From an optimization exercise on the open Yosys and OpenROAD flow, aimed at small area; shortcuts taken in it are not production practice.
In this exercise RTL edits were held to simulation tests only and were not proved equivalent to the original.
Power is estimated from default activity; no workload was simulated.

==> design/flow/design.v <==
package adxl_pkg;
    typedef logic [7:0] byte_t;                         
    typedef logic [4-1:0] word_addr_t;      
    typedef logic [6-1:0] byte_idx_t;         
    typedef enum logic [2:0] {
        idle,        
        tx_len,      
        tx_ptr,      
        tx_read,     
        rx_data      
    } seq_state_t;
endpackage
`timescale 1ns/1ps
module adxl345_reader (
    input  logic                  CLK,
    input  logic                  RESET,
    input  adxl_pkg::word_addr_t  raddr,
    output logic [31:0]           rdata,
    input  logic [6:0]            i2c_address,
    input  logic                  interval_enable,
    input  logic [31:0]           interval_cycles,
    input  logic                  single_request,
    output logic                  single_done,
    output adxl_pkg::byte_t       m_axis_tdata,
    output logic [7:0]            m_axis_tuser,
    output logic                  m_axis_tvalid,
    output logic                  m_axis_tlast,
    input  logic                  m_axis_tready,
    input  adxl_pkg::byte_t       s_axis_tdata,
    input  logic                  s_axis_tvalid,
    input  logic                  s_axis_tlast,
    output logic                  s_axis_tready
);
    localparam int NB = 58;
    logic st_len, st_ptr, st_read, st_rx;
    logic busy, rx_fire;
    assign busy          = st_len | st_ptr | st_read | st_rx;
    assign m_axis_tvalid = st_len | st_ptr | st_read;
    assign m_axis_tlast  = st_ptr | st_read;
    assign m_axis_tdata  = {2'b00, st_read, st_read, st_read, 1'b0, st_read, st_len};
    assign s_axis_tready = st_rx;
    assign rx_fire       = st_rx & s_axis_tvalid;
    logic [19:0] count;
    logic        pending;
    logic        req;
    logic        single_q;
    logic        fire;
    logic        rst_q;
    assign fire = !busy && !req && (pending || (interval_enable && (rst_q || count == 20'd0)));
    always_ff @(posedge CLK) begin
        if (RESET) begin
            req     <= 1'b0;
            pending <= 1'b0;
        end else begin
            req     <= fire;
            pending <= single_request | (pending & ~fire);
        end
    end
    always_ff @(posedge CLK) begin
        if (busy || !interval_enable || fire) begin
            count <= interval_cycles[19:0];      
        end else begin
            count <= count - 20'd1;
        end
    end
    always_ff @(posedge CLK) begin
        if (fire) single_q <= pending;
    end
    always_ff @(posedge CLK) begin
        if (RESET) begin
            st_len  <= 1'b0;
            st_ptr  <= 1'b0;
            st_read <= 1'b0;
            st_rx   <= 1'b0;
        end else begin
            st_len  <= (!busy && req) | (st_len && !m_axis_tready);
            st_ptr  <= (st_len && m_axis_tready) | (st_ptr && !m_axis_tready);
            st_read <= (st_ptr && m_axis_tready) | (st_read && !m_axis_tready);
            st_rx   <= (st_read && m_axis_tready) | (st_rx && !(s_axis_tvalid && s_axis_tlast));
        end
    end
    always_ff @(posedge CLK) begin
        single_done <= !RESET && rx_fire && s_axis_tlast && single_q;
    end
    logic [6:0] addr_q;
    always_ff @(posedge CLK) begin
        if (!busy) addr_q <= i2c_address;
    end
    assign m_axis_tuser = {addr_q, st_read};
    logic [7:0] wd, wd2;
    logic       wr, wr2;
    logic [5:0] wp;        
    logic [5:0] wp_inc;
    assign wp_inc = wp + 6'd1;
    logic [3:0] raddr_q;
    always_ff @(posedge CLK) begin
        wd      <= s_axis_tdata;
        wd2     <= wd;
        wr      <= !RESET && rx_fire;
        wr2     <= wr;
        rst_q   <= RESET;
        raddr_q <= raddr;
        if (st_len)   wp <= '0;
        else if (wr2) wp <= wp_inc;
    end
    logic [5:0] hw;
    always_ff @(posedge CLK) begin
        if (rst_q)                 hw <= '0;
        else if (wr2 && wp == hw)  hw <= wp_inc;
    end
    logic [7:0] mem [NB];
    for (genvar k = 0; k < NB; k++) begin : g_byte
        always_ff @(posedge CLK) begin
            if (wr2 && wp == 6'(k)) mem[k] <= wd2;
        end
    end
    logic [3:0]  lane_ok;
    logic        w_lt, w_eq;
    assign w_lt = raddr_q < hw[5:2];
    assign w_eq = raddr_q == hw[5:2];
    for (genvar l = 0; l < 4; l++) begin : g_ok
        assign lane_ok[l] = !rst_q && (w_lt || (w_eq && 2'(l) < hw[1:0]));
    end
    logic [14:0] sel;
    for (genvar w = 0; w < 15; w++) begin : g_sel
        assign sel[w] = (raddr_q == 4'(w));
    end
    for (genvar l = 0; l < 4; l++) begin : g_out
        for (genvar b = 0; b < 8; b++) begin : g_bit
            logic [14:0] terms;
            for (genvar w = 0; w < 15; w++) begin : g_t
                if (4*w + l < NB) begin : g_y
                    assign terms[w] = sel[w] & mem[4*w + l][b];
                end else begin : g_n
                    assign terms[w] = 1'b0;
                end
            end
            assign rdata[8*l + b] = lane_ok[l] & (|terms);
        end
    end
endmodule
==> design/flow/flow/run.sh <==
#!/bin/bash
# Layout flow: the standard flow (standard.sh) with an area-oriented ABC
# mapping in synthesis, the smallest buffer on the ports, and a clock tree
# of clkbuf_8 leaf buffers without dummy loads.
set -euo pipefail
W=$(pwd)
bash standard.sh \
  SYNTH_SCRIPT="$W/flow/synth.tcl" \
  BUFFER_PORTS_ARGS="-buffer_cell sky130_fd_sc_hd__buf_1" \
  CTS_ARGS="-sink_clustering_enable -repair_clock_nets -sink_clustering_size 16 -sink_clustering_max_diameter 100 -buf_list sky130_fd_sc_hd__clkbuf_8 -dont_use_dummy_load" \
  finish > "$W/standard.log" 2>&1
==> design/flow/flow/synth.tcl <==
# The standard flow's synthesis script (synth_recipe.tcl) with one change: the final ABC
# technology mapping uses an area-oriented script instead of ORFS's speed
# script. Registers are mapped before ABC runs, so they are unchanged.
set area_abc $::env(OBJECTS_DIR)/area.abc
set fh [open $area_abc w]
puts $fh {&get -n; &st; &dch; &nf -a; &put; mfs2; &get -n; &st; &dch; &nf -a; &put}
close $fh
proc synth {args} { yosys synth -nofsm -noshare {*}$args }
proc abc {args} {
  global area_abc
  set i [lsearch -exact $args -script]
  if {$i >= 0} { set args [lreplace $args [expr {$i+1}] [expr {$i+1}] $area_abc] }
  set j [lsearch -exact $args -D]
  if {$j >= 0} { set args [lreplace $args $j [expr {$j+1}]] }
  yosys abc {*}$args
}
source $::env(SCRIPTS_DIR)/synth.tcl
# left out here: clear keep_hierarchy, flatten, clean up, hide names made inside functions, write 1_2_yosys.v
==> design/flow/standard.sh <==
#!/bin/bash
# synth_recipe.tcl (not shown) runs the flow's synth.tcl, then flattens the netlist and writes it again
# the make line also repeats each setting of config.mk as NAME=value (left out here)
make -C /OpenROAD-flow-scripts/flow DESIGN_CONFIG=/design/flow/config.mk WORK_HOME=/design/flow/orfs CLKGATE_MAP_FILE= SYNTH_SCRIPT=/design/flow/synth_recipe.tcl "${@:-finish}"
==> design/flow/config.mk <==
export PLATFORM = sky130hd
export DESIGN_NAME = adxl345_reader
export DESIGN_NICKNAME = adxl345_reader
export VERILOG_FILES = /design/flow/design.v
export SDC_FILE = /design/flow/constraint.sdc
export NUM_CORES = 4
export LEC_CHECK = 0
export CAP_MARGIN = 20
export CORE_MARGIN = 2
export CORE_UTILIZATION = 40
export SLEW_MARGIN = 20
==> design/flow/constraint.sdc <==
create_clock -name core_clock -period 10.0 [get_ports {CLK}]
set_input_delay 2.0000 -clock core_clock [delete_from_list [all_inputs] [get_ports {CLK}]]
set_output_delay 2.0000 -clock core_clock [all_outputs]
set_load 0.01 [all_outputs]
==> run summary, run 1 <==
* Overflow after GRT at 0
* Crit path launch: raddr_q[0]
* WS Path Type: reg2out
* R2R cell count at 3
* Post-route insts no fill at 1834
* Hold_buf cts at 0
* CP Cell Sequence: clkinv_1 -> ha_1 -> o21ai_0 -> a211o_1 -> a21boi_1 -> a21boi_2 -> a31oi_1 -> buf_1
* Hold_ws at 0.329 ns
* Max stage delay cell, worst path: a21boi_1
* Post-synth EDFFs at between 400 and 500
* Worst setup path endpoint: rdata[1]
* Max Slew Vio Count at 0
* Core area at 47400 µm²
* Achievable Freq at 0.168 GHz
* Via/cell ratio at 5.85
* RSZ-0062 raised after global routing: false
* Vias in the first global route at roughly 11000
* Crit path largest cell delay at 0.80 ns
* Leak pwr at between 6 and 7 nW
* Row cnt at 80
* Ys Warns at 2
* Synth cell types at 45
* CP bufs+invs at 2
* Req. time, crit path at 8.00 ns
* Fillers at 4209
* Top post-synthesis cells by area: edfxtp_1 (74%), dfxtp_1 (6.5%), a222oi_1 (5.4%)
* Syn Inst Count at about 1100
* Post-CTS setup buffer count at 0
* Global placer's final weighted congestion at 0.773
* Net count, final at 1289
* Most area-hungry cell type in the Yosys netlist: edfxtp_1
* Critical Path AT at 3.94 ns
* DRT antenna net count at 0
* Total die area at 49600 µm²
* Worst Setup End Kind: primary output
* Final Instance Area at 21000 µm²
* CTS tree: yes
* Pin count of the biggest net entering global routing at 59
* Peak supply drop at roughly 0.000099 V
* FF-to-FF setup slack at 7.30 ns
* Hold/Removal Path Class: reg2reg
* Port bufs at 94
* Slew margin rel. at 23.1%
* Worst r2r dst: mem[27][4]
* CTS buffer count at 39
* PD cells at 173 nW/µm²
* TritonRoute pass-1 iters at 9
* Diode count at 0
* Outcome: finished clean
* DR iter-0 viols at 1203
* Drt drc at 0
* CTS max path bufs at 3
* Worst Setup Start Kind: flip-flop
* Clk_skew at 0.0671 ns
* CTS clk-pin slew, worst paths at 0.10 ns
* Core Util, Final at between 40% and 50%
* Inst Count DP at between 1500 and 2000
* Sequential share of the synthesized area at 80.5%
* Main synth FF type: edfxtp_1
* Worst reg2reg startpoint: wr2
* Cts repair resizes at 0
* Syn_area_per_cell at about 18 µm²
* Post-layout min period at 5.94 ns
* Root Buffer: clkbuf_8
* Total GRT Usage at 18.4%
* CP Depth at 8
* Clock network power share at 27.4%
* Routed WL at 45800 µm
* Share of layout cells above drive strength 1 at 6.73%
* Die W at 223 µm
* Sequential power share at about two thirds
* Pint at 2.85 mW
* Vias at about 11000
* Switch share at 21.4%
* I/O pin count at 110
* CP Max Fanout at 10
* Initial Util at 40.4%
* First-pass GRT wire length at 68200 µm
* Clock latency (worst-skew pair) at ~0.60 ns
* Worst-Margin Slew at between 1 and 1.5 ns
* CTS H-tree lvls at 2
* Post-Syn Area at between 15000 and 20000 µm²
* Drt wl/cell at 25.0 µm
* DP Wirelength at 27500 µm
* Area Growth Syn to Fin at 9.68%
* Die height at 223 µm
* Setup TNS at 0 ns
* Maximum capacitance violations at 0
* Logic gate share of total power at 4.0%
* Period utilization at 59.4%
* DP Area at about 20000 µm²
* Psw at 0.777 mW
* Finish-stage setup viols at 0
* Initial antenna violation count at 0
* #FFs+latches synth at 534
* CP delay by family, top: compound AO/OA/AOI/OAI gates
* Top cell type's share of synthesized area at between 70% and 80%
* Final Hold Fails at 0
* Async SR Flop Fraction at 0%
* CTS Sinks at 534
metal layers:
| metal | vias to the layer above | GRT usage, % | share of wire, % |
|---|---|---|---|
| met5 | - | 0 | 0 |
| met4 | 0 | 4.09 | 1.7 |
| met3 | 54 | 3.72 | 8.2 |
| met2 | 453 | 29.7 | 48 |
| met1 | 5465 | 25.8 | 42 |
| li1 | 4760 | - | - |
layout by cell type (no fill, tap or decap), types with 2 or more instances in the layout:
cell type,count
edfxtp_1,472
a222oi_1,103
buf_1,94
nor2_1,88
dfxtp_1,54
nand2_1,44
a22oi_1,39
clkbuf_8,39
a21oi_1,32
buf_4,20
mux2_1,19
a221oi_1,19
nand4_1,17
xor2_1,15
nand3_1,14
clkinv_1,13
xnor2_1,13
a31oi_1,12
nor3_1,11
ha_1,10
a22o_1,8
mux2i_1,7
and4_1,7
dfxtp_4,7
nor2_2,6
nor4_1,5
nand2b_1,5
or2_0,4
nor2b_1,4
o21ai_0,4
nor3_2,4
or3_1,3
conb_1,3
or4_1,2
and3_1,2
a41oi_1,2
synth_stat cells, drive strengths merged (2+ instances only):
cell and count:
a22oi 39, buf 9, or2 4, a221oi 19, a21oi 32, a22o 8, mux2 19, ha 10
nand4 17, nand2 44, a21boi 2, nand2b 5, or4 2, or3 3, xor2 15, nor3 16
a41oi 2, a222oi 103, xnor2 13, edfxtp 472, a31oi 12, o21ai 4, and3 2, nor4 6
dfxtp 62, nand3 14, and4 7, mux2i 7, nor2 94, nor2b 4, clkinv 13
how the worst min path moves through the flow:
stage	start	to	slack (ns)	depth (start not counted)
after CTS	wd[4]	wd2[4]	0.33	0
after global placement	wd[2]	wd2[2]	0.31	0
after floorplan	wd[0]	wd2[0]	0.31	0
after detailed placement	wd[4]	wd2[4]	0.31	0
after global routing	wd[5]	wd2[5]	0.34	0
final	wd[3]	wd2[3]	0.33	0
power groups by stage:
stage	combinational [mW]	sequential (mW)	clock [mW]
floorplan	0.0867	2.52	0
global placement	0.145	2.54	0
detailed placement	0.146	2.54	0
CTS	0.147	2.49	1.02
global route	0.160	2.50	1.09
finish	0.146	2.49	0.992
state kept, by name, indices dropped and copies added (netlist names), 4 cells and up, named ones only:
register	cells
raddr_q	4
mem	464
wd2	8
hw	6
addr_q	7
wd	8
wp	6
count	20
logic make-up after synthesis:
logic type	Yosys count	synth area share, %
XOR/XNOR	28	1.28
buffers and inverters	22	0.608
adder cells (fa/ha/maj)	10	0.654
multiplexers	26	1.48
flip-flops	534	80.5
other	1	0.0196
AO/OA/AOI/OAI	228	9.95
AND/OR/NAND/NOR	224	5.50
cell type report:
cell class                      instances  area [µm²]  share of cell area, %
Multi-Input combinational cell        519        3700                   17.6
Inverter                               13        48.8                  0.232
Tap cell                              615         769                   3.66
Clock buffer                           39         537                   2.56
Timing Repair Buffer                  114         503                   2.40
Sequential cell                       534       15400                   73.5
through the flow:
step | power (mW) | worst slack (ns)
detailed placement | 2.69 | 4.65
global route | 3.75 | 3.75
CTS | 3.66 | 3.99
floorplan | 2.61 | 4.07
global placement | 2.68 | 4.30
finish | 3.63 | 4.06
==> run 2: changes to the inputs <==
==> design/flow/flow/run.sh (replaced) <==
#!/bin/bash
# Layout flow: the standard flow (standard.sh) with
#  - an area-oriented ABC mapping in synthesis (flow/synth.tcl); registers are
#    mapped before ABC, so they are the standard synthesis's, and
#    match_names.py gives them the standard synthesis's instance names;
#  - the smallest buffer on the ports;
#  - a clock tree of clkbuf_8 leaf buffers without dummy loads.
set -euo pipefail
W=$(pwd)
R=$W/orfs/results/$FLOW_PLATFORM/adxl345_reader/base
KNOBS=(
  BUFFER_PORTS_ARGS="-buffer_cell sky130_fd_sc_hd__buf_1"
  CTS_ARGS="-sink_clustering_enable -repair_clock_nets -sink_clustering_size 16 -sink_clustering_max_diameter 100 -buf_list sky130_fd_sc_hd__clkbuf_8 -dont_use_dummy_load"
)
# standard synthesis, kept for its register names
bash standard.sh synth > "$W/std_synth.log" 2>&1
cp "$R/1_2_yosys.v" "$W/std_synth.v"
rm -f "$R/1_2_yosys.v" "$R/1_synth.odb" "$R/1_synth.sdc"
# area-oriented synthesis
bash standard.sh SYNTH_SCRIPT="$W/flow/synth.tcl" "${KNOBS[@]}" "$R/1_2_yosys.v" > "$W/area_synth.log" 2>&1
python3 "$W/flow/match_names.py" "$W/std_synth.v" "$R/1_2_yosys.v" > "$W/match_names.log" 2>&1
bash standard.sh SYNTH_SCRIPT="$W/flow/synth.tcl" "${KNOBS[@]}" finish > "$W/standard.log" 2>&1
==> design/flow/flow/match_names.py (new file) <==
#!/usr/bin/env python3
"""Give the registers of a netlist the instance names the standard synthesis
gave them.

usage: match_names.py STANDARD.v NETLIST.v

Yosys names some registers after a running counter (_1657_ and so on), so a
synthesis with a different ABC script numbers them differently. Registers are
paired with the standard netlist's by the net on their Q pin, which is the
same in both. Any other identifier in NETLIST that already uses a wanted name
is renamed first. NETLIST is rewritten in place.
"""
import re
import sys

CELL = re.compile(r'^(\s*)(sky130_fd_sc_hd__\w+)\s+(\\\S+\s|[A-Za-z_]\w*)\s*\((.*?)\);',
                  re.M | re.S)
QPIN = re.compile(r'\.Q\(\s*(.*?)\s*\)\s*(?:,|$)', re.S)


def regs(text):
    out = {}
    for m in CELL.finditer(text):
        body = m.group(4)
        if '.CLK(' not in body:
            continue
        q = QPIN.search(body)
        if not q:
            continue
        out[q.group(1).strip()] = (m.group(3).strip(), m.group(2))
    return out


def main():
    std_text = open(sys.argv[1]).read()
    text = open(sys.argv[2]).read()
    std = regs(std_text)
    mine = regs(text)
    if set(std) != set(mine):
        sys.exit('register Q nets differ: %s' % sorted(set(std) ^ set(mine))[:10])
    renames = 0
    for qnet, (name, _cell) in mine.items():
        want = std[qnet][0]
        if name == want:
            continue
        if not re.fullmatch(r'[A-Za-z_]\w*', name) or not re.fullmatch(r'[A-Za-z_]\w*', want):
            sys.exit('cannot rename %s to %s' % (name, want))
        # free the wanted name
        if re.search(r'(?<![\w\\$])' + re.escape(want) + r'(?![\w$])', text):
            alt = want + 'r'
            while re.search(r'(?<![\w\\$])' + re.escape(alt) + r'(?![\w$])', text):
                alt += 'r'
            text = re.sub(r'(?<![\w\\$])' + re.escape(want) + r'(?![\w$])', alt, text)
            if name == want:
                name = alt
        text = re.sub(r'(?<![\w\\$])' + re.escape(name) + r'(?=\s*\()', want, text, count=1)
        renames += 1
    open(sys.argv[2], 'w').write(text)
    after = regs(text)
    bad = [q for q in std if after[q][0] != std[q][0] or after[q][1].rsplit('_', 1)[0] != std[q][1].rsplit('_', 1)[0]]
    if bad:
        sys.exit('registers still unpaired: %s' % bad[:10])
    print('match_names: %d registers, %d renamed' % (len(std), renames))


main()
==> run 2 against run 1 <==
Compared with the run above: synthesized cell count did not move; power is essentially flat; cell area is essentially flat; cell count about the same; first-iteration DRC count hardly changed; core utilization about the same; sequential power about the same; global-route usage shrank 0.058 points; clock power is essentially flat; still clean; clock skew up 0.034 ns.
==> run summary, run 2 <==
* Worst-Margin Slew at 1.03 ns
* Fillers at 4216
* Reg area at around 15000 µm²
* CTS buffer count at 39
* #FFs+latches synth at roughly 530
* I/O pin count at between 100 and 150
* Async SR Flop Fraction at 0%
* Initial antenna violation count at 0
* Area Growth Syn to Fin at 9.63%
* Area of the multi-input gates at 3690 µm²
* Drt drc at 0
* Vias at 10709
* Worst r2r dst: mem[19][7]
* Hold/Removal Path Class: reg2reg
* Overflow after GRT at 0
* Top-count cell post-synth: edfxtp_1
* DP Wirelength at 26200 µm
* Synth cell types at 45
* Slew margin rel. at 31.0%
* Core area at between 40000 and 50000 µm²
* Post-layout min period at 5.67 ns
* CTS tree: yes
* Top cell type's share of synthesized area at 74.0%
* Outcome: finished clean
* Post-CTS setup buffer count at 0
* Worst reg2reg startpoint: wr2
* RSZ-0062 raised after global routing: false
* PD cells at ~170 nW/µm²
* Critical Path AT at 3.67 ns
* Initial Util at between 40% and 50%
* Row cnt at 80
* Total GRT Usage at a little under a fifth
* Port bufs at 94
* Post-synth EDFFs at 472
* Via/cell ratio at 5.84
* Leak pwr at roughly 6.3 nW
* Worst Setup Start Kind: flip-flop
* CTS H-tree lvls at 2
* CTS clk-pin slew, worst paths at 0.09 ns
* WS Path Type: reg2out
* DP Area at 20400 µm²
* Most area-hungry cell type in the Yosys netlist: edfxtp_1
* Post-Syn Area at 19100 µm²
* Achievable Freq at 0.176 GHz
* Most frequent cells in the layout: edfxtp_1 (472), a222oi_1 (103), buf_1 (94)
* DR iter-0 viols at 1204
* Total die area at 49600 µm²
* Max FFs per register at between 400 and 500
* Most flops, register: mem
* CP Max Fanout at 10
* Syn_area_per_cell at roughly 18 µm²
* Finish-stage setup viols at 0
* Main synth FF type: edfxtp_1
* Die height at 223 µm
* Setup TNS at 0 ns
* Drt wl/cell at 24.8 µm
* DRT antenna net count at 0
* Top flop regs: mem (464), count (20)
* Net count, final at 1289
* TritonRoute pass-1 iters at 8
* Syn Inst Count at between 1000 and 1500
* Cts repair resizes at 0
* Ys Warns at 2
* Hold path startpoint: wd[0]
* Global placer's final weighted congestion at 0.780
* Final Hold Fails at 0
* Worst Setup End Kind: primary output
* Most common cell after layout, fill and taps aside: edfxtp_1
* Routed WL at 45500 µm
* First-pass GRT wire length at 67500 µm
* CTS Sinks at 534
* Share of layout cells above drive strength 1 at under 10%
* CTS max path bufs at 3
* Pin count of the biggest net entering global routing at 59
* Peak supply drop at 0.0000790 V
* Synth top cells by count: edfxtp_1 (472), a222oi_1 (103), nor2_1 (94), dfxtp_1 (62), nand2_1 (44)
* Hold_buf cts at 0
* Min-Delay Endpoint: wd2[0]
* FF-to-FF setup slack at 7.31 ns
* Final Instance Area at 21000 µm²
* Root Buffer: clkbuf_8
* Max Slew Vio Count at 0
* R2R cell count at 3
* WHS Path Cells at 0
* Sequential share of the synthesized area at between 80% and 90%
* Maximum capacitance violations at 0
* Clk_skew at about 0.10 ns
* Period utilization at 56.7%
* Clock latency (worst-skew pair) at 0.63 ns
* Vias in the first global route at approximately 11000
* Top post-synthesis cells by area: edfxtp_1 (74%), dfxtp_1 (6.5%), a222oi_1 (5.4%)
* Req. time, crit path at 8.00 ns
* Die W at 223 µm
==> run 2: cell counts after synthesis <==
Identical to the previous run, type by type.
==> run 2: kinds of logic (layout without fill, tap and decap cells) <==
group	count (synthesis)	count (layout)	synth area share, %
multiplexers	26	26	1.48
flip-flops	534	534	80.5
adder cells (fa/ha/maj)	10	10	0.654
AND/OR/NAND/NOR	224	224	5.50
XOR/XNOR	28	28	1.28
AO/OA/AOI/OAI	228	228	9.95
buffers and inverters	22	166	0.608
other	1	4	0.0196
==> run 2: report_power, final <==
group          leakage (nW)  internal (mW)  switching [mW]  total [mW]
clock                 0.280          0.352           0.642       0.994
combinational          1.25         0.0561          0.0921       0.148
sequential             4.77           2.44          0.0433        2.48
total                  6.30           2.85           0.777        3.63
==> run 2: through the flow <==
step           total power, mW  hold slack, ns  util, %  std cells  setup slack [ns]
2_1_floorplan             2.61           0.310        -       1075              4.07
3_3_place_gp              2.68           0.311     43.1       1795              4.94
3_5_place_dp              2.69           0.312     43.1       1795              4.91
4_1_cts                   3.66           0.325     44.2       1834              4.26
5_1_grt                   3.75           0.327     44.2       1834              4.04
6_report                  3.63           0.316     44.2       1835              4.33
==> run 2: worst max-delay path by stage <==
stage / from / end / slack (ns) / depth (start not counted)
after floorplan: raddr_q[2] / rdata[5] / 4.07 / 5
after global placement: raddr_q[0] / rdata[5] / 4.94 / 9
after detailed placement: raddr_q[0] / rdata[5] / 4.91 / 9
after CTS: raddr_q[0] / rdata[5] / 4.26 / 9
after global routing: raddr_q[0] / rdata[5] / 4.04 / 9
final: raddr_q[0] / rdata[5] / 4.33 / 9
==> run 2: worst max-delay path: stages (launching register included) <==
cell	delay, ns
dfxtp_1	0.57
clkinv_1	0.13
ha_1	0.22
o21ai_0	0.16
a211o_1	0.43
a21boi_1	0.82
a21boi_0	0.26
buf_4	0.24
a31oi_1	0.09
buf_1	0.17
==> run 2: area by class of cell <==
cell class	instances	share of cell area, %
flip-flops and latches	534	73.6
repair buffers	114	2.40
inverters	13	0.232
multi-input cells	519	17.6
clock buffers	39	2.56
diodes	1	0.0119
well taps	615	3.67
==> run 2: per-layer routing <==
layer / vias to the layer above / share of wire (%) / track usage (%)
met4: 0 / 2.5 / 5.30
met1: 5439 / 42 / 25.0
met3: 69 / 8.5 / 3.99
met5: - / 0 / 0
li1: 4763 / - / -
met2: 438 / 47 / 29.6
==> run 3: changes to the inputs <==
--- a/design/flow/design.v
+++ b/design/flow/design.v
@@ -32,12 +32,17 @@
     output logic                  s_axis_tready
 );
     localparam int NB = 58;
+    logic tv, s1, s0;
     logic st_len, st_ptr, st_read, st_rx;
     logic busy, rx_fire;
-    assign busy          = st_len | st_ptr | st_read | st_rx;
-    assign m_axis_tvalid = st_len | st_ptr | st_read;
-    assign m_axis_tlast  = st_ptr | st_read;
-    assign m_axis_tdata  = {2'b00, st_read, st_read, st_read, 1'b0, st_read, st_len};
+    assign st_len        = tv & ~s0;
+    assign st_ptr        = tv & s0 & ~s1;
+    assign st_read       = tv & s1;
+    assign st_rx         = ~tv & s1;
+    assign busy          = tv | s1;
+    assign m_axis_tvalid = tv;
+    assign m_axis_tlast  = s0;
+    assign m_axis_tdata  = {2'b00, s1, s1, s1, 1'b0, s1, ~s0};
     assign s_axis_tready = st_rx;
     assign rx_fire       = st_rx & s_axis_tvalid;
     logic [19:0] count;
@@ -68,15 +73,13 @@
     end
     always_ff @(posedge CLK) begin
         if (RESET) begin
-            st_len  <= 1'b0;
-            st_ptr  <= 1'b0;
-            st_read <= 1'b0;
-            st_rx   <= 1'b0;
+            tv <= 1'b0;
+            s1 <= 1'b0;
+            s0 <= 1'b0;
         end else begin
-            st_len  <= (!busy && req) | (st_len && !m_axis_tready);
-            st_ptr  <= (st_len && m_axis_tready) | (st_ptr && !m_axis_tready);
-            st_read <= (st_ptr && m_axis_tready) | (st_read && !m_axis_tready);
-            st_rx   <= (st_read && m_axis_tready) | (st_rx && !(s_axis_tvalid && s_axis_tlast));
+            tv <= (!busy && req) | (tv && !(st_read && m_axis_tready));
+            s0 <= tv && (s1 ? !m_axis_tready : (s0 || m_axis_tready));
+            s1 <= (st_ptr && m_axis_tready) | (s1 && !(rx_fire && s_axis_tlast));
         end
     end
     always_ff @(posedge CLK) begin
@@ -86,7 +89,7 @@
     always_ff @(posedge CLK) begin
         if (!busy) addr_q <= i2c_address;
     end
-    assign m_axis_tuser = {addr_q, st_read};
+    assign m_axis_tuser = {addr_q, s1};
     logic [7:0] wd, wd2;
     logic       wr, wr2;
     logic [5:0] wp;        
--- a/design/flow/flow/run.sh
+++ b/design/flow/flow/run.sh
@@ -10,7 +10,7 @@
 R=$W/orfs/results/$FLOW_PLATFORM/adxl345_reader/base
 KNOBS=(
   BUFFER_PORTS_ARGS="-buffer_cell sky130_fd_sc_hd__buf_1"
-  CTS_ARGS="-sink_clustering_enable -repair_clock_nets -sink_clustering_size 16 -sink_clustering_max_diameter 100 -buf_list sky130_fd_sc_hd__clkbuf_8 -dont_use_dummy_load"
+  CTS_ARGS="-sink_clustering_enable -repair_clock_nets -sink_clustering_size 18 -sink_clustering_max_diameter 100 -buf_list sky130_fd_sc_hd__clkbuf_8 -dont_use_dummy_load"
 )
 # standard synthesis, kept for its register names
 bash standard.sh synth > "$W/std_synth.log" 2>&1
--- a/design/flow/flow/synth.tcl
+++ b/design/flow/flow/synth.tcl
@@ -3,7 +3,7 @@
 # script. Registers are mapped before ABC runs, so they are unchanged.
 set area_abc $::env(OBJECTS_DIR)/area.abc
 set fh [open $area_abc w]
-puts $fh {&get -n; &st; &dch; &nf -a; &put; mfs2; &get -n; &st; &dch; &nf -a; &put}
+puts $fh {&get -n; &st; &dch; &nf -a; &put; mfs2; &get -n; &st; &dch; &nf -a; &put; mfs2; &get -n; &st; &dch; &nf -a; &put}
 close $fh
 proc synth {args} { yosys synth -nofsm -noshare {*}$args }
 proc abc {args} {
==> run 3 against run 2 <==
Compared with the run above: critical path type unchanged; fmax shrank 2.5%; worst hold slack better by 0.0065 ns; non-clock buffer count grew 3; sequential share of layout area up 0.10 points; critical path depth shrank 1; clock skew down 0.017 ns; largest power group unchanged; largest cell class unchanged; area after synthesis shrank 0.39%; sequential power is essentially flat; die area down 0.38%; register-to-register slack improved by 0.03 ns; flip-flop and latch count fell by 1.
==> run summary, run 3 <==
* Net count, final at approximately 1300
* Overflow after GRT at 0
* CTS H-tree lvls at 2
* Port bufs at 94
* Outcome: finished clean
* Hold/Removal Path Class: reg2reg
* Peak supply drop at about 0.00010 V
* RSZ-0062 raised after global routing: false
* Top flop regs: mem (464), count (20)
* R2R cell count at 8
* PD cells at ~170 nW/µm²
* DRT antenna net count at 0
* Final Hold Fails at 0
* CTS buffer count at 36
* Pin count of the biggest net entering global routing at 59
* Top cell type's share of synthesized area at ~74%
* Finish-stage setup viols at 0
* DR iter-0 viols at approximately 1100
* Root Buffer: clkbuf_8
* Max FFs per register at 464
* Most frequent cells in the layout: edfxtp_1 (472), a222oi_1 (99), buf_1 (94)
* Achievable Freq at 0.172 GHz
* Share of layout cells above drive strength 1 at 6.77%
* First-pass GRT wire length at 67000 µm
* Die W at 222 µm
* Syn Inst Count at 1065
* Max stage delay cell, worst path: nor2_2
* Top-count cell post-synth: edfxtp_1
* Most common cell after layout, fill and taps aside: edfxtp_1
* Clk_skew at 0.0841 ns
* Top post-synthesis cells by area: edfxtp_1 (74%), dfxtp_1 (6.4%), a222oi_1 (5.2%)
* Post-Syn Area at 19100 µm²
* Hold_ws at 0.323 ns
* CTS Sinks at 533
* CTS max path bufs at 3
* Req. time, crit path at 8.00 ns
* GR Util met1 at around 25%
* Synth cell types at between 40 and 50
* Period utilization at ~58%
* Row cnt at 80
* Max Slew Vio Count at 0
* Core area at 47400 µm²
* CTS clk-pin slew, worst paths at about 0.11 ns
* CP Cell Sequence: nand2b_1 -> nor2_2 -> buf_4 -> a22oi_1 -> nand4_1 -> a221oi_1 -> a31oi_1 -> buf_1
* Worst Setup End Kind: primary output
* Die height at 222 µm
* Hold_buf cts at 0
* Worst setup path endpoint: rdata[12]
* Worst Setup Start Kind: flip-flop
* Diode count at 0
* CP Depth at 8
* Crit path largest cell delay at 0.80 ns
* Sequential share of the synthesized area at between 80% and 90%
* Met2 Use GR at 30.0%
* CTS tree: yes
* Initial Util at 40.2%
* CP bufs+invs at 2
* Vias at 10749
* Post-CTS setup buffer count at 0
* Crit path launch: raddr_q[3]
* #FFs+latches synth at 533
* Critical Path AT at 3.81 ns
* Setup TNS at 0 ns
* Vias in the first global route at 10566
* Syn_area_per_cell at approximately 18 µm²
* WHS Path Cells at 0
* Global route hottest layer: met2
* DP Wirelength at between 20000 and 30000 µm
* Area Growth Syn to Fin at 9.76%
* Synth top cells by count: edfxtp_1 (472), a222oi_1 (99), nor2_1 (91), dfxtp_1 (61), a22oi_1 (43)
* Maximum capacitance violations at 0
* Total GRT Usage at 18.0%
* WS Path Type: reg2out
* Most flops, register: mem
* Worst r2r dst: count[18]
* Global placer's final weighted congestion at 0.772
* Post-synth EDFFs at 472
* Async SR Flop Fraction at 0%
* FF-to-FF setup slack at 7.34 ns
* Main synth FF type: edfxtp_1
* Initial antenna violation count at 0
* Slew margin rel. at 27.5%
* Cts repair resizes at 0
* Drt drc at 0
* Total die area at 49400 µm²
* Via/cell ratio at 5.88
* I/O pin count at 110
* Most area-hungry cell type in the Yosys netlist: edfxtp_1
* CP Max Fanout at 17
* Leak pwr at 6.24 nW
* Drt wl/cell at roughly 25 µm
* Post-layout min period at 5.81 ns
* Grt met3 use at under 10%
* TritonRoute pass-1 iters at 8
* Clock latency (worst-skew pair) at 0.62 ns
* Routed WL at 45200 µm
* Worst reg2reg startpoint: count[0]
* Worst-Margin Slew at 1.09 ns
* Ys Warns at 2
* CP delay by family, top: simple AND/OR/NAND/NOR gates
run 3: worst register-to-register path: cells and delay by family (launching register included):
family	cells	cell delay (ns)
and+or+nand+nor	4	1.58
DFF	1	0.34
muxes	1	0.29
adders and majority gates	1	0.19
xor gates and xnor gates	1	0.10
buffers and inverters	1	0.09
run 3: kinds of logic after synthesis:
kind of cell    share of synthesized area (%)
simple gates                             5.44
compound gates                           10.3
other cells                            0.0197
buf+inv                                 0.531
fa+ha+maj                               0.656
xor+xnor                                 1.06
flops                                    80.7
mux                                      1.28
run 3: per-stage QoR:
stage	std cells	util (%)	cell area, µm²	total power, mW	setup WS, ns
final	1827	44.1	20900	3.58	4.19
after CTS	1826	44.0	20900	3.61	4.16
after global routing	1827	44.1	20900	3.70	4.03
after floorplan	1067	-	19100	2.59	3.99
after detailed placement	1790	43.0	20400	2.67	4.87
after global placement	1790	43.0	20400	2.66	4.89
run 3: per-layer routing:
layer,wire [µm],share of wire [%]
met3,3020,6.7
met5,0,0
met1,19100,42
met2,22100,49
met4,975,2.2
run 3: worst min path at each step:
| stage | to | slack [ns] | start |
|---|---|---|---|
| finish | wd2[0] | 0.32 | wd[0] |
| global route | wd2[7] | 0.34 | wd[7] |
| CTS | wd2[6] | 0.33 | wd[6] |
| detailed placement | wd2[6] | 0.31 | wd[6] |
| global placement | wd2[6] | 0.31 | wd[6] |
| floorplan | wd2[0] | 0.31 | wd[0] |
run 3: final cells by class:
| cell class | instances | area (µm²) |
|---|---|---|
| Multi-Input combinational cell | 515 | 3670 |
| Tap cell | 615 | 769 |
| Sequential cell | 533 | 15400 |
| Fill cell | 4160 | 26500 |
| Clock buffer | 36 | 495 |
| Timing Repair Buffer | 117 | 538 |
| Inverter | 11 | 41.3 |
run 3: power breakdown:
| group | internal (mW) | switching (mW) | total [mW] |
|---|---|---|---|
| combinational | 0.0529 | 0.0820 | 0.135 |
| sequential | 2.44 | 0.0454 | 2.48 |
| clock | 0.326 | 0.639 | 0.965 |
| total | 2.82 | 0.767 | 3.58 |
==> run 4: changes to the inputs <==
--- a/design/flow/flow/run.sh
+++ b/design/flow/flow/run.sh
@@ -10,7 +10,7 @@
 R=$W/orfs/results/$FLOW_PLATFORM/adxl345_reader/base
 KNOBS=(
   BUFFER_PORTS_ARGS="-buffer_cell sky130_fd_sc_hd__buf_1"
-  CTS_ARGS="-sink_clustering_enable -repair_clock_nets -sink_clustering_size 18 -sink_clustering_max_diameter 100 -buf_list sky130_fd_sc_hd__clkbuf_8 -dont_use_dummy_load"
+  CTS_ARGS="-sink_clustering_enable -repair_clock_nets -sink_clustering_size 20 -sink_clustering_max_diameter 60 -buf_list sky130_fd_sc_hd__clkbuf_8 -dont_use_dummy_load"
 )
 # standard synthesis, kept for its register names
 bash standard.sh synth > "$W/std_synth.log" 2>&1
==> run 4 against run 3 <==
Compared with the run above: cell count rose by 0.11%; clock power rose by 2%; routed wire length fell by 0.35%.
==> run summary, run 4 <==
* Hold path startpoint: wd[5]
* Max FFs per register at 464
* Vias in the first global route at 10555
* Drt wl/cell at 24.6 µm
* Share of layout cells above drive strength 1 at 6.92%
* Clock latency (worst-skew pair) at 0.66 ns
* Most flops, register: mem
* Cts repair resizes at 0
* Via/cell ratio at between 5 and 6
* WS Path Type: reg2out
* Area of the multi-input gates at around 3700 µm²
* Initial Util at 40.2%
* Vias at 10724
* Post-Syn Area at 19100 µm²
* CTS Sinks at 533
* PD cells at 172 nW/µm²
* Async SR Flop Fraction at 0%
* Worst Setup End Kind: primary output
* DP Wirelength at 26900 µm
* Hold/Removal Path Class: reg2reg
* DR iter-0 viols at 1178
* Top-count cell post-synth: edfxtp_1
* Die height at approximately 220 µm
* Root Buffer: clkbuf_8
* Place WS at 4.87 ns
* Sequential share of the synthesized area at 80.7%
* Most area-hungry cell type in the Yosys netlist: edfxtp_1
* Overflow after GRT at 0
* TritonRoute pass-1 iters at 6
* CTS tree: yes
* CTS buffer count at 38
* Diode count at 0
* Setup TNS at 0 ns
* Area Growth Syn to Fin at 9.91%
* Most common cell after layout, fill and taps aside: edfxtp_1
* Leak pwr at 6.25 nW
* Req. time, crit path at 8.00 ns
* Global placer's final weighted congestion at between 0.7 and 0.8
* Worst r2r dst: count[18]
* Top post-synthesis cells by area: edfxtp_1 (74%), dfxtp_1 (6.4%), a222oi_1 (5.2%)
* Total GRT Usage at 18.1%
* Min-Delay Endpoint: wd2[5]
* Initial antenna violation count at 0
* Final Hold Fails at 0
* Inst Count DP at 1790
* Synth top cells by count: edfxtp_1 (472), a222oi_1 (99), nor2_1 (91), dfxtp_1 (61), a22oi_1 (43)
* Net count, final at 1284
* Maximum capacitance violations at 0
* CTS clk-pin slew, worst paths at 0.11 ns
* Achievable Freq at 0.172 GHz
* Worst reg2reg startpoint: count[1]
* Routed WL at ~45000 µm
* Top cell type's share of synthesized area at 74.3%
* Port bufs at between 90 and 100
* Pin count of the biggest net entering global routing at 59
* Post-synth EDFFs at 472
* CP Max Fanout at 17
* Post-route insts no fill at 1829
* First-pass GRT wire length at about 67000 µm
* Setup ws final at roughly 4.2 ns
* Slew margin rel. at 28.8%
* Clk_skew at 0.0977 ns
* Fillers at 4169
* Most frequent cells in the layout: edfxtp_1 (472), a222oi_1 (99), buf_1 (94)
* Ys Warns at 2
* Main synth FF type: edfxtp_1
* WHS Path Cells at 0
* FF-to-FF setup slack at roughly 7.3 ns
* Core area at 47400 µm²
* CTS max path bufs at 3
* #FFs+latches synth at 533
* R2R cell count at 8
* Total die area at 49400 µm²
* Finish-stage setup viols at 0
* Syn_area_per_cell at 17.9 µm²
* RSZ-0062 raised after global routing: false
* Critical Path AT at 3.80 ns
* Max Slew Vio Count at 0
* Worst Setup Start Kind: flip-flop
* Worst-Margin Slew at 1.07 ns
* Post-layout min period at 5.80 ns
* Hold_buf cts at 0
* Die W at 222 µm
* DRT antenna net count at 0
* CTS H-tree lvls at 2
* Drt drc at 0
* Top flop regs: mem (464), count (20)
* Peak supply drop at slightly above 0.0001 V
* Reg area at 15400 µm²
* I/O pin count at 110
* Post-CTS setup buffer count at 0
* Period utilization at 58.0%
* Outcome: finished clean
* Syn Inst Count at about 1100
* Row cnt at 80
* Synth cell types at 44
## run 4: cell count changes in the layout (fill, tap and decap cells not counted), sizes merged
cell,before,now
clkbuf,36,38
## run 4: logic make-up after synthesis
family,count (synthesis),synth area share [%]
compound gates,236,10.3
xor+xnor,23,1.06
mux,22,1.28
flops,533,80.7
other cells,1,0.0197
simple gates,221,5.44
fa+ha+maj,10,0.656
buf+inv,19,0.531
## run 4: stage by stage
step	instance area (µm²)	hold slack, ns	power, mW	utilization (%)
4_1_cts	20900	0.267	3.63	44.1
3_5_place_dp	20400	0.313	2.67	43.0
2_1_floorplan	19100	0.310	2.59	-
3_3_place_gp	20400	0.310	2.66	43.0
6_report	21000	0.262	3.60	44.2
5_1_grt	21000	0.258	3.72	44.2
## run 4: where the power goes
part | switching, mW | total (mW) | internal [mW]
clock | 0.642 | 0.984 | 0.343
combinational | 0.0819 | 0.135 | 0.0529
sequential | 0.0453 | 2.48 | 2.44
total | 0.769 | 3.60 | 2.83
## run 4: cell type report
type / count / area share, %
inverters: 11 / 0.197
repair buffers: 117 / 2.57
well taps: 615 / 3.67
flip-flops and latches: 533 / 73.6
multi-input cells: 515 / 17.5
clock buffers: 38 / 2.50
## run 4: how the worst max path moves through the flow
stage | slack (ns) | endpoint | startpoint | cells after the start
2_1_floorplan | 3.99 | rdata[5] | raddr_q[2] | 5
3_3_place_gp | 4.89 | rdata[2] | raddr_q[0] | 7
3_5_place_dp | 4.87 | rdata[2] | raddr_q[0] | 7
4_1_cts | 4.10 | rdata[4] | raddr_q[0] | 8
5_1_grt | 4.02 | rdata[12] | raddr_q[3] | 8
6_report | 4.20 | rdata[12] | raddr_q[3] | 8
## run 4: critical path, cell delays in order (launching register included)
cell and delay [ns]:
dfxtp_1 0.73, nand2b_1 0.30, nor2_2 0.78, buf_4 0.42, a22oi_1 0.14, nand4_1 0.11, a221oi_1 0.09, a31oi_1 0.39
buf_1 0.19
## run 4: metal layers
metal | up-vias | wire length [µm] | share of wire, % | global-route usage [%]
li1 | 4770 | - | - | -
met1 | 5445 | 18800 | 42 | 24.7
met2 | 435 | 21900 | 49 | 29.8
met3 | 74 | 3200 | 7.1 | 3.02
met4 | 0 | 1140 | 2.5 | 5.46
met5 | - | 0 | 0 | 0
==> run 5: changes to the inputs <==
--- a/design/flow/flow/run.sh
+++ b/design/flow/flow/run.sh
@@ -10,7 +10,7 @@
 R=$W/orfs/results/$FLOW_PLATFORM/adxl345_reader/base
 KNOBS=(
   BUFFER_PORTS_ARGS="-buffer_cell sky130_fd_sc_hd__buf_1"
-  CTS_ARGS="-sink_clustering_enable -repair_clock_nets -sink_clustering_size 20 -sink_clustering_max_diameter 60 -buf_list sky130_fd_sc_hd__clkbuf_8 -dont_use_dummy_load"
+  CTS_ARGS="-sink_clustering_enable -repair_clock_nets -sink_clustering_size 14 -sink_clustering_max_diameter 80 -buf_list {sky130_fd_sc_hd__clkbuf_4 sky130_fd_sc_hd__clkbuf_8} -dont_use_dummy_load"
 )
 # standard synthesis, kept for its register names
 bash standard.sh synth > "$W/std_synth.log" 2>&1
==> run 5 against run 4 <==
Compared with the run above: core utilization is 0.17 points higher; cell area up 0.39%; cell count is 0.33% higher; clock skew shrank 0.0071 ns; routed wire length is 0.54% higher; flip-flop and latch count stayed put; combinational power hardly changed; still clean; via count up 0.66%; die area stayed put; worst hold slack gained 0.069 ns; area after synthesis did not move.
==> run summary, run 5 <==
* Outcome: finished clean
* Hold/Removal Path Class: reg2reg
* Sequential share of the synthesized area at about 80%
* Synth cell types at 44
* Most flops, register: mem
* Routed WL at approximately 45000 µm
* Mux cell area share after synthesis at 1.28%
* Total GRT Usage at 18.2%
* Drt drc at 0
* RSZ-0062 raised after global routing: false
* Hold_ws at 0.330 ns
* CP delay by family, top: simple AND/OR/NAND/NOR gates
* DP Area at 20400 µm²
* Final Instance Area at ~21000 µm²
* Drt wl/cell at 24.7 µm
* Fillers at 4162
* Crit path largest cell delay at 0.82 ns
* Most frequent cells in the layout: edfxtp_1 (472), a222oi_1 (99), buf_1 (94)
* Top flop regs: mem (464), count (20)
* Maximum capacitance violations at 0
* Top-count cell post-synth: edfxtp_1
* TritonRoute pass-1 iters at 9
* Worst Setup End Kind: primary output
* Cts repair resizes at 0
* Top cell type's share of synthesized area at 74.3%
* I/O pin count at 110
* Post-synth EDFFs at 472
* DP Wirelength at roughly 27000 µm
* CP Cell Sequence: nand2b_1 -> nor2_2 -> buf_4 -> a22oi_1 -> nand4_1 -> a221oi_1 -> a31oi_1 -> buf_1
* Critical Path AT at 3.80 ns
* Die W at 222 µm
* Inst Count DP at ~1800
* Leak pwr at 6.30 nW
* Async SR Flop Fraction at 0%
* Final Hold Fails at 0
* Worst Setup Start Kind: flip-flop
* Finish-stage setup viols at 0
* Post-synthesis compound-gate area fraction at 10.3%
* CTS buffer count at 44
* Root Buffer: clkbuf_8
* Slew margin rel. at 27.8%
* WS Path Type: reg2out
* Post-layout min period at between 5 and 6 ns
* Period utilization at 58.0%
* Top post-synthesis cells by area: edfxtp_1 (74%), dfxtp_1 (6.4%), a222oi_1 (5.2%)
* Pin count of the biggest net entering global routing at 59
* Setup ws final at 4.20 ns
* Post-Syn Area at ~19000 µm²
* Clk_skew at slightly above 0.09 ns
* Port bufs at 94
* CTS H-tree lvls at 2
* CP Max Fanout at 17
* Synth Area in Adders at 0.656%
* Diode count at 0
* Main synth FF type: edfxtp_1
* Most area-hungry cell type in the Yosys netlist: edfxtp_1
* Row cnt at 80
* Worst-Margin Slew at between 1 and 1.5 ns
* Place WS at a little under 5 ns
* Net count, final at between 1000 and 1500
* Overflow after GRT at 0
* Initial Util at 40.2%
* Initial antenna violation count at 0
* Post-Synth Simple-Gate Area at 5.44%
* Vias in the first global route at 10644
* DRT antenna net count at 0
* Core area at 47400 µm²
* Post-CTS setup buffer count at 0
* Setup TNS at 0 ns
* #FFs+latches synth at 533
* Vias at 10795
* Max stage delay cell, worst path: nor2_2
* Achievable Freq at 0.173 GHz
* Syn Inst Count at 1065
* PD cells at between 150 and 200 nW/µm²
* Total die area at about 49000 µm²
* Die height at 222 µm
* CTS tree: yes
* Share of layout cells above drive strength 1 at roughly 7.4%
* Global placer's final weighted congestion at 0.772
* First-pass GRT wire length at 67400 µm
* Peak supply drop at 0.000105 V
* CTS clk-pin slew, worst paths at 0.09 ns
* Synth Area in XOR/XNOR at 1.06%
* Via/cell ratio at approximately 5.9
* Post-route insts no fill at 1835
* Clock latency (worst-skew pair) at 0.65 ns
* Max Slew Vio Count at 0
* Largest family of logic cells by synthesized area: compound AO/OA/AOI/OAI gates
* CTS Sinks at approximately 530
* CTS max path bufs at 3
* Synth top cells by count: edfxtp_1 (472), a222oi_1 (99), nor2_1 (91), dfxtp_1 (61), a22oi_1 (43)
* Req. time, crit path at 8.00 ns
* Hold_buf cts at 0
* Syn_area_per_cell at 17.9 µm²
* Most common cell after layout, fill and taps aside: edfxtp_1
* Max FFs per register at approximately 460
* DR iter-0 viols at 1149
* Area Growth Syn to Fin at 10.3%
* CP bufs+invs at 2
* Ys Warns at 2
==> run 5: metrics by stage <==
step | power (mW) | utilization (%)
global route | 3.80 | 44.4
finish | 3.66 | 44.4
floorplan | 2.59 | -
global placement | 2.66 | 43.0
detailed placement | 2.67 | 43.0
CTS | 3.70 | 44.3
==> run 5: per-layer routing <==
| layer | vias to the layer above | share of wire, % | wire length, µm | GRT usage (%) |
|---|---|---|---|---|
| met5 | - | 0 | 0 | 0 |
| met4 | 0 | 3.0 | 1350 | 6.91 |
| met3 | 89 | 6.8 | 3060 | 2.64 |
| met2 | 449 | 48 | 21800 | 29.8 |
| met1 | 5481 | 42 | 19100 | 24.7 |
| li1 | 4776 | - | - | - |
==> run 5: path summary, 6_finish.rpt <==
check	startpoint	cells after the start	endpoint	slack, ns
worst max-delay path	raddr_q[3]	8	rdata[12]	4.20
worst min-delay path	wd[7]	0	wd2[7]	0.33
worst max register to register	count[0]	8	count[18]	7.33
worst min register to register	wd[7]	0	wd2[7]	0.33
==> run 5: layout make-up <==
class / count / area (µm²) / share of cell area [%]
Clock buffer: 44 / 606 / 2.88
Inverter: 11 / 41.3 / 0.196
Multi-Input combinational cell: 515 / 3670 / 17.4
Sequential cell: 533 / 15400 / 73.3
Tap cell: 615 / 769 / 3.66
Timing Repair Buffer: 117 / 538 / 2.56
==> run 5: cell families after synthesis <==
group / after synthesis
AND/OR/NAND/NOR: 221
other: 1
buffers and inverters: 19
flip-flops: 533
XOR/XNOR: 23
AO/OA/AOI/OAI: 236
multiplexers: 22
adder cells (fa/ha/maj): 10
==> run 5: report_power, final <==
group / internal (mW) / switching (mW)
Clock: 0.394 / 0.655
Combinational: 0.0528 / 0.0820
Sequential: 2.44 / 0.0455
==> run 6: changes to the inputs <==
--- a/design/flow/flow/run.sh
+++ b/design/flow/flow/run.sh
@@ -10,7 +10,7 @@
 R=$W/orfs/results/$FLOW_PLATFORM/adxl345_reader/base
 KNOBS=(
   BUFFER_PORTS_ARGS="-buffer_cell sky130_fd_sc_hd__buf_1"
-  CTS_ARGS="-sink_clustering_enable -repair_clock_nets -sink_clustering_size 14 -sink_clustering_max_diameter 80 -buf_list {sky130_fd_sc_hd__clkbuf_4 sky130_fd_sc_hd__clkbuf_8} -dont_use_dummy_load"
+  CTS_ARGS="-sink_clustering_enable -repair_clock_nets -sink_clustering_size 10 -sink_clustering_max_diameter 50 -buf_list sky130_fd_sc_hd__clkbuf_4 -dont_use_dummy_load"
 )
 # standard synthesis, kept for its register names
 bash standard.sh synth > "$W/std_synth.log" 2>&1
==> run 6 against run 5 <==
Compared with the run above: setup slack worse by 0.14 ns; worst hold slack got worse by 0.0094 ns; area after synthesis unchanged; clock skew rose by 0.053 ns; non-clock buffer count unchanged; via count up 0.78%; cell area down 0.68%; flip-flop and latch count stayed put; first-iteration DRC count is 7.1% higher; largest cell class unchanged.
==> run summary, run 6 <==
* Hold_ws at between 0.3 and 0.4 ns
* Die height at 222 µm
* #FFs+latches synth at 533
* Synth cell types at 44
* RSZ-0062 raised after global routing: false
* Row cnt at 80
* Period utilization at 59.3%
* Top post-synthesis cells by area: edfxtp_1 (74%), dfxtp_1 (6.4%), a222oi_1 (5.2%)
* Hold path startpoint: wd[4]
* Crit path largest cell delay at 0.80 ns
* Die W at 222 µm
* Post-layout min period at 5.94 ns
* Vias at 10879
* CTS max path bufs at 3
* Post-Syn Area at 19100 µm²
* Initial Util at 40.2%
* Ys Warns at 2
* Final Hold Fails at 0
* Core area at 47400 µm²
* CTS tree: yes
* Post-synth EDFFs at 472
* Setup ws final at roughly 4.1 ns
* Maximum capacitance violations at 0
* Top cell type's share of synthesized area at ~74%
* CTS Sinks at around 530
* Peak supply drop at 0.0000900 V
* Root Buffer: clkbuf_4
* CP Max Fanout at 17
* R2R cell count at 6
* Most frequent cells in the layout: edfxtp_1 (472), a222oi_1 (99), buf_1 (94)
* Top-count cell post-synth: edfxtp_1
* CTS buffer count at 61
* Top flop regs: mem (464), count (20)
* Worst Setup End Kind: primary output
* Most area-hungry cell type in the Yosys netlist: edfxtp_1
* Hold_buf cts at 0
* CTS H-tree lvls at 2
* Via/cell ratio at 5.87
* Port bufs at 94
* DRT antenna net count at 0
* WHS Path Cells at 0
* Leak pwr at 6.26 nW
* Vias in the first global route at between 10000 and 15000
* Finish-stage setup viols at 0
* Clock latency (worst-skew pair) at 0.89 ns
* Most common cell after layout, fill and taps aside: edfxtp_1
* WS Path Type: reg2out
* Most flops, register: mem
* Achievable Freq at between 0.15 and 0.2 GHz
* Syn_area_per_cell at 17.9 µm²
* Outcome: finished clean
* Req. time, crit path at 8.00 ns
* Total GRT Usage at 18.2%
* I/O pin count at 110
* TritonRoute pass-1 iters at 8
* Worst-Margin Slew at roughly 1.1 ns
* Cts repair resizes at 0
* Synth top cells by count: edfxtp_1 (472), a222oi_1 (99), nor2_1 (91), dfxtp_1 (61), a22oi_1 (43)
* Clk_skew at 0.144 ns
* Max stage delay cell, worst path: nor2_2
* Async SR Flop Fraction at 0%
* Global placer's final weighted congestion at 0.772
* Initial antenna violation count at 1
* DP Wirelength at 26900 µm
* Drt drc at 0
* Syn Inst Count at between 1000 and 1500
* Sequential share of the synthesized area at about four fifths
* Net count, final at 1307
* Max Slew Vio Count at 0
* Post-CTS setup buffer count at 0
* Critical Path AT at approximately 3.9 ns
* CP Cell Sequence: nand2b_1 -> nor2_2 -> buf_4 -> a22oi_1 -> nand4_1 -> a221oi_1 -> a31oi_1 -> buf_1
* Share of layout cells above drive strength 1 at between 8 and 9%
* Hold/Removal Path Class: reg2reg
* Area Growth Syn to Fin at 9.59%
* Min-Delay Endpoint: wd2[4]
* Max FFs per register at 464
* Main synth FF type: edfxtp_1
* First-pass GRT wire length at just under 70000 µm
* Worst r2r dst: count[19]
* Worst Setup Start Kind: flip-flop
* Total die area at roughly 50000 µm²
* Drt wl/cell at 24.4 µm
* Pin count of the biggest net entering global routing at 59
* Worst reg2reg startpoint: count[10]
* FF-to-FF setup slack at approximately 7.3 ns
* Place WS at 4.87 ns
* Overflow after GRT at 0
* Slew margin rel. at about 27%
* CTS clk-pin slew, worst paths at ~0.11 ns
* Setup TNS at 0 ns
* PD cells at 170 nW/µm²
* Routed WL at 45300 µm
* DR iter-0 viols at between 1000 and 1500
## run 6: cell counts after synthesis
Identical to the previous run, type by type.
## run 6: critical path, delay by kind of cell (launching register included)
kind	cells	cell delay [ns]
AND/OR/NAND/NOR	3	1.21
flip-flops	1	0.73
buffers and inverters	2	0.60
AO/OA/AOI/OAI	3	0.58
## run 6: report_power, final
| group | switching, mW | internal (mW) |
|---|---|---|
| clock network | 0.655 | 0.278 |
| registers | 0.0455 | 2.44 |
| logic | 0.0817 | 0.0529 |
| total | 0.782 | 2.77 |
## run 6: per-layer routing
layer | track usage [%] | part of all wire, % | wire length [µm] | vias up
li1 | - | - | - | 4842
met1 | 24.7 | 42 | 18900 | 5476
met2 | 29.8 | 48 | 21700 | 466
met3 | 3.31 | 7.3 | 3310 | 95
met4 | 6.43 | 3.0 | 1350 | 0
met5 | 0 | 0 | 0 | -
## run 6: area by class of cell
type,instances,area (µm²)
repair buffers,117,538
inverters,11,41.3
diodes,2,5.00
fillers,4201,26500
multi-input cells,515,3670
clock buffers,61,458
flip-flops and latches,533,15400
well taps,615,769
## run 6: metrics by stage
| stage | power, mW | instances | cell area [µm²] | utilization [%] |
|---|---|---|---|---|
| 3_5_place_dp | 2.67 | 1790 | 20400 | 43.0 |
| 4_1_cts | 3.58 | 1851 | 20900 | 44.0 |
| 3_3_place_gp | 2.66 | 1790 | 20400 | 43.0 |
| 5_1_grt | 3.68 | 1853 | 20900 | 44.0 |
| 2_1_floorplan | 2.59 | 1067 | 19100 | - |
| 6_report | 3.55 | 1854 | 20900 | 44.1 |
## run 6: kinds of logic (layout without fill, tap and decap cells)
kind of cell,after synthesis,after routing,synth area share (%)
fa+ha+maj,10,10,0.656
buf+inv,19,189,0.531
xor+xnor,23,23,1.06
flops,533,533,80.7
compound gates,236,236,10.3
other cells,1,5,0.0197
simple gates,221,221,5.44
mux,22,22,1.28
## run 6: worst max path at each step
stage	from	end	slack [ns]	cells after the start
after detailed placement	raddr_q[0]	rdata[2]	4.87	7
after global routing	raddr_q[3]	rdata[12]	3.80	8
after global placement	raddr_q[0]	rdata[2]	4.89	7
final	raddr_q[3]	rdata[12]	4.07	8
after CTS	raddr_q[0]	rdata[4]	3.95	8
after floorplan	raddr_q[2]	rdata[5]	3.99	5
==> run 7: changes to the inputs <==
--- a/design/flow/config.mk
+++ b/design/flow/config.mk
@@ -8,4 +8,5 @@
 export CAP_MARGIN = 20
 export CORE_MARGIN = 2
 export CORE_UTILIZATION = 40
+export GPL_TIMING_DRIVEN = 0
 export SLEW_MARGIN = 20
==> run 7 against run 6 <==
Compared with the run above: still clean; fmax shrank 2.4%; cell count up 1.8%; critical path depth up 1; critical path type unchanged.
==> run summary, run 7 <==
* Inst Count DP at 1825
* Overflow after GRT at 0
* Mux cell area share after synthesis at 1.28%
* Area Growth Syn to Fin at 12.0%
* DRT antenna net count at 0
* Vias in the first global route at around 11000
* Req. time, crit path at about 8.0 ns
* Worst-Margin Slew at between 1 and 1.5 ns
* CTS max path bufs at 3
* Row cnt at 80
* Die height at 222 µm
* Total die area at 49400 µm²
* Sequential power share at 69.4%
* Synth Area in Adders at less than 1%
* Hold path startpoint: wd[7]
* Maximum capacitance violations at 0
* PD cells at about 170 nW/µm²
* WS Path Type: reg2out
* Root Buffer: clkbuf_4
* Peak supply drop at 0.0000810 V
* CTS buffer count at 61
* Final Instance Area at 21400 µm²
* Die W at 222 µm
* DP Area at 20900 µm²
* Post-synth EDFFs at approximately 470
* Port bufs at between 90 and 100
* Syn Inst Count at 1065
* Clock network power share at a little over a quarter
* Final Hold Fails at 0
* I/O pin count at 110
* Drt wl/cell at roughly 24 µm
* Period utilization at 60.8%
* Most area-hungry cell type in the Yosys netlist: edfxtp_1
* Drt drc at 0
* Switch share at 21.9%
* Hold/Removal Path Class: reg2reg
* TritonRoute pass-1 iters at 9
* Max FFs per register at 464
* Via/cell ratio at slightly below 6
* Initial Util at about two fifths
* First-pass GRT wire length at 67700 µm
* Vias at 10947
* Synth Area in XOR/XNOR at 1.06%
* Finish-stage setup viols at 0
* Syn_area_per_cell at 17.9 µm²
* #FFs+latches synth at 533
* Clock latency (worst-skew pair) at 0.85 ns
* Slew margin rel. at 27.0%
* Top-count cell post-synth: edfxtp_1
* Hold_buf cts at 0
* Post-synthesis compound-gate area fraction at 10.3%
* Largest family of logic cells by synthesized area: compound AO/OA/AOI/OAI gates
* Post-Syn Area at ~19000 µm²
* Pin count of the biggest net entering global routing at 59
* Clk_skew at 0.123 ns
* Core area at between 40000 and 50000 µm²
* Synth cell types at 44
* DP Wirelength at 29800 µm
* Post-Synth Simple-Gate Area at around 5.4%
* Core Util, Final at between 40% and 50%
* Crit path launch: raddr_q[2]
* Psw at 0.780 mW
* CTS tree: yes
* Top cell type's share of synthesized area at between 70 and 80%
* Post-layout min period at 6.08 ns
* Global placer's final weighted congestion at 0.772
* Total GRT Usage at 18.2%
* Routed WL at 45300 µm
* Critical Path AT at slightly above 4 ns
* Most common cell after layout, fill and taps aside: edfxtp_1
* Sequential share of the synthesized area at 80.7%
* Top flop regs: mem (464), count (20)
* Synth top cells by count: edfxtp_1 (472), a222oi_1 (99), nor2_1 (91), dfxtp_1 (61), a22oi_1 (43)
* Most frequent cells in the layout: edfxtp_1 (472), a222oi_1 (99), buf_1 (94)
* Async SR Flop Fraction at 0%
* Worst reg2reg startpoint: wr2
* Ys Warns at 2
* CTS H-tree lvls at 2
* Leak pwr at 6.50 nW
* Logic gate share of total power at between 4 and 5%
* Worst Setup Start Kind: flip-flop
* Pint at 2.78 mW
* Setup TNS at 0 ns
* Max Slew Vio Count at 0
* Post-route insts no fill at 1887
* CTS clk-pin slew, worst paths at 0.10 ns
* Top post-synthesis cells by area: edfxtp_1 (74%), dfxtp_1 (6.4%), a222oi_1 (5.2%)
* Main synth FF type: edfxtp_1
* Worst Setup End Kind: primary output
* DR iter-0 viols at 1147
* Net count, final at roughly 1300
* Most flops, register: mem
* CP Max Fanout at 11
* Outcome: finished clean
* CTS Sinks at 533
* RSZ-0062 raised after global routing: false
* Achievable Freq at 0.165 GHz
* Post-CTS setup buffer count at 0
* Cts repair resizes at 0
* Initial antenna violation count at 2
* Share of layout cells above drive strength 1 at around 11%
## run 7: final timing paths
check	cells after the start	slack, ns	endpoint
worst max-delay path	9	3.92	rdata[0]
worst min-delay path	0	0.30	wd2[7]
worst max register to register	2	7.28	mem[30][3]
worst min register to register	0	0.30	wd2[7]
## run 7: cells by family (layout without fill, tap and decap cells)
kind of cell / count (synthesis) / count (layout)
fa+ha+maj: 10 / 10
xor+xnor: 23 / 23
mux: 22 / 22
buf+inv: 19 / 223
simple gates: 221 / 221
flops: 533 / 533
compound gates: 236 / 236
other cells: 1 / 4
## run 7: power by group through the flow
| stage | Sequential (mW) | Clock [mW] | Combinational [mW] |
|---|---|---|---|
| 2_1_floorplan | 2.52 | 0 | 0.0788 |
| 3_3_place_gp | 2.53 | 0 | 0.128 |
| 3_5_place_dp | 2.52 | 0 | 0.160 |
| 4_1_cts | 2.47 | 0.960 | 0.160 |
| 5_1_grt | 2.47 | 1.03 | 0.174 |
| 6_report | 2.47 | 0.930 | 0.158 |
## run 7: routing by layer
layer / track usage, % / routed length, µm / share of wire, % / vias to the layer above
li1: - / - / - / 4915
met1: 24.3 / 18800 / 42 / 5517
met2: 30.3 / 22200 / 49 / 433
met3: 3.08 / 3110 / 6.9 / 82
met4: 6.32 / 1170 / 2.6 / 0
met5: 0 / 0 / 0 / -
## run 7: critical path, stage by stage, from the launching register on
cell	delay [ns]
dfxtp_1	0.59
ha_1	0.24
nand2_1	0.07
o21ai_0	0.16
a211o_1	0.41
a21boi_1	0.83
a21boi_1	0.46
buf_4	0.25
a31oi_1	0.07
buf_1	0.15
## run 7: through the flow
stage	total power [mW]	setup slack [ns]	hold WS (ns)
after global routing	3.68	3.58	0.306
after CTS	3.59	3.82	0.299
after detailed placement	2.68	4.80	0.313
final	3.56	3.92	0.305
after floorplan	2.59	3.99	0.310
after global placement	2.66	0.100	0.310
## run 7: area by class of cell
type,count,area [µm²]
fill,4196,26100
sequential,533,15400
multi-input combinational,515,3670
timing repair buffer,143,943
tap,615,769
clock buffer,61,458
buffer,8,60.1
inverter,11,41.3
antenna,1,2.50
==> run 8: changes to the inputs <==
--- a/design/flow/config.mk
+++ b/design/flow/config.mk
@@ -7,6 +7,6 @@
 export LEC_CHECK = 0
 export CAP_MARGIN = 20
 export CORE_MARGIN = 2
-export CORE_UTILIZATION = 40
-export GPL_TIMING_DRIVEN = 0
+export CORE_UTILIZATION = 55
+export PLACE_DENSITY = 0.7
 export SLEW_MARGIN = 20
==> run 8 against run 7 <==
Compared with the run above: still clean on timing, DRC and antenna; routed wire length decreased by 5.8%; cell area decreased by 3.3%; worst hold slack improved by 0.026 ns; sequential share of layout area increased by 2.5 points; first-iteration DRC count increased by 29%; clock-buffer cell count decreased by 2.
==> run summary, run 8 <==
* Ys Warns at 2
* Setup TNS at 0 ns
* Post-synthesis compound-gate area fraction at roughly a tenth
* Post-CTS setup buffer count at 0
* Top flop regs: mem (464), count (20)
* Hold_ws at 0.331 ns
* Clk_skew at 0.0404 ns
* Achievable Freq at between 0.15 and 0.2 GHz
* Finish-stage setup viols at 0
* Period utilization at between 50% and 60%
* CTS Sinks at 533
* Drt drc at 0
* CP bufs+invs at 2
* Worst Setup End Kind: primary output
* PD cells at around 170 nW/µm²
* RSZ-0062 raised after global routing: false
* Vias in the first global route at 10556
* Crit path largest cell delay at approximately 0.83 ns
* Max FFs per register at 464
* Final Instance Area at ~21000 µm²
* Post-Syn Area at 19100 µm²
* Req. time, crit path at ~8.0 ns
* Sequential share of the synthesized area at about four fifths
* DP Wirelength at 25100 µm
* Mux cell area share after synthesis at about 1.3%
* Die W at about 190 µm
* Most frequent cells in the layout: edfxtp_1 (472), a222oi_1 (99), buf_1 (94)
* Final Hold Fails at 0
* Via/cell ratio at 6.43
* CTS buffer count at 59
* CP Cell Sequence: nand2_1 -> nor2_2 -> buf_4 -> a222oi_1 -> nand4_1 -> a221oi_1 -> a31oi_1 -> buf_1
* Post-Synth Simple-Gate Area at 5.44%
* Hold_buf cts at 0
* Syn Inst Count at about 1100
* Synth cell types at 44
* Synth Area in Adders at 0.656%
* Post-synth EDFFs at 472
* Port bufs at 94
* CP delay by family, top: simple AND/OR/NAND/NOR gates
* Post-layout min period at 5.82 ns
* TritonRoute pass-1 iters at 9
* Outcome: finished clean
* Reg area at around 15000 µm²
* Net count, final at approximately 1300
* CTS max path bufs at 3
* Syn_area_per_cell at 17.9 µm²
* CTS H-tree lvls at 2
* CP Max Fanout at 17
* Critical Path AT at approximately 3.8 ns
* Root Buffer: clkbuf_4
* Async SR Flop Fraction at 0%
* First-pass GRT wire length at 63700 µm
* Max stage delay cell, worst path: nor2_2
* Peak supply drop at 0.0000864 V
* Max Slew Vio Count at 0
* Area Growth Syn to Fin at 8.31%
* Inst Count DP at 1633
* Synth Area in XOR/XNOR at 1.06%
* Worst Setup Start Kind: flip-flop
* Row cnt at 68
* Main synth FF type: edfxtp_1
* Top post-synthesis cells by area: edfxtp_1 (74%), dfxtp_1 (6.4%), a222oi_1 (5.2%)
* Cts repair resizes at 0
* Most common cell after layout, fill and taps aside: edfxtp_1
* Total die area at between 30000 and 40000 µm²
* Slew margin rel. at 26.3%
* Synth top cells by count: edfxtp_1 (472), a222oi_1 (99), nor2_1 (91), dfxtp_1 (61), a22oi_1 (43)
* Initial antenna violation count at 1
* Tot Pwr at 3.51 mW
* DR iter-0 viols at 1482
* Worst-Margin Slew at 1.10 ns
-- run 8: cell counts after synthesis --
No cell type changed its count.
-- run 8: cell families (layout without fill, tap and decap cells) --
group           Yosys count  in the layout
flops                   533            533
fa+ha+maj                10             10
simple gates            221            221
buf+inv                  19            189
xor+xnor                 23             23
compound gates          236            236
mux                      22             22
other cells               1              4
-- run 8: cell type report --
| class | instances | share of cell area, % |
|---|---|---|
| timing repair buffer | 119 | 2.62 |
| antenna | 1 | 0.0121 |
| sequential | 533 | 74.6 |
| multi-input combinational | 515 | 17.7 |
| tap | 455 | 2.76 |
| clock buffer | 59 | 2.14 |
| inverter | 11 | 0.200 |
-- run 8: per-stage QoR --
stage	utilization [%]	setup WS, ns
after global placement	58.8	5.04
final	60.1	4.18
after detailed placement	58.8	4.96
after CTS	60.1	4.13
after global routing	60.1	3.99
after floorplan	-	3.99
-- run 8: path summary, 6_finish.rpt --
path | from | endpoint | slack (ns) | depth (start not counted)
setup / recovery | raddr_q[3] | rdata[15] | 4.18 | 8
hold / removal | wd[6] | wd2[6] | 0.33 | 0
setup reg to reg | count[16] | count[14] | 7.36 | 6
hold reg to reg | wd[6] | wd2[6] | 0.33 | 0
-- run 8: worst reg2reg max path, delay by kind of cell, from the launching register on --
| kind | cells | cell delay, ns |
|---|---|---|
| flip-flops | 1 | 0.36 |
| multiplexers | 1 | 0.46 |
| AO/OA/AOI/OAI | 3 | 0.90 |
| AND/OR/NAND/NOR | 2 | 0.82 |
-- run 8: report_power, final --
group,switching [mW],internal (mW)
Sequential,0.0423,2.44
Clock,0.629,0.270
Combinational,0.0810,0.0522
Total,0.752,2.76
-- run 8: routing by layer --
layer | GRT usage [%] | routed length [µm] | up-vias
li1 | - | - | 4844
met1 | 34.3 | 17500 | 5426
met2 | 38.3 | 20500 | 556
met3 | 3.99 | 4000 | 55
met4 | 6.02 | 782 | 0
met5 | 0 | 0 | -

Re-timed with assumed drivers on the ports (clkbuf_16 on the clock, buf_2 on other inputs), run 8 has 4.139 ns of setup slack against 4.185 ns with ideal ports, and 4.894 ns once port delays also move by the mid clock arrival of 0.755 ns.
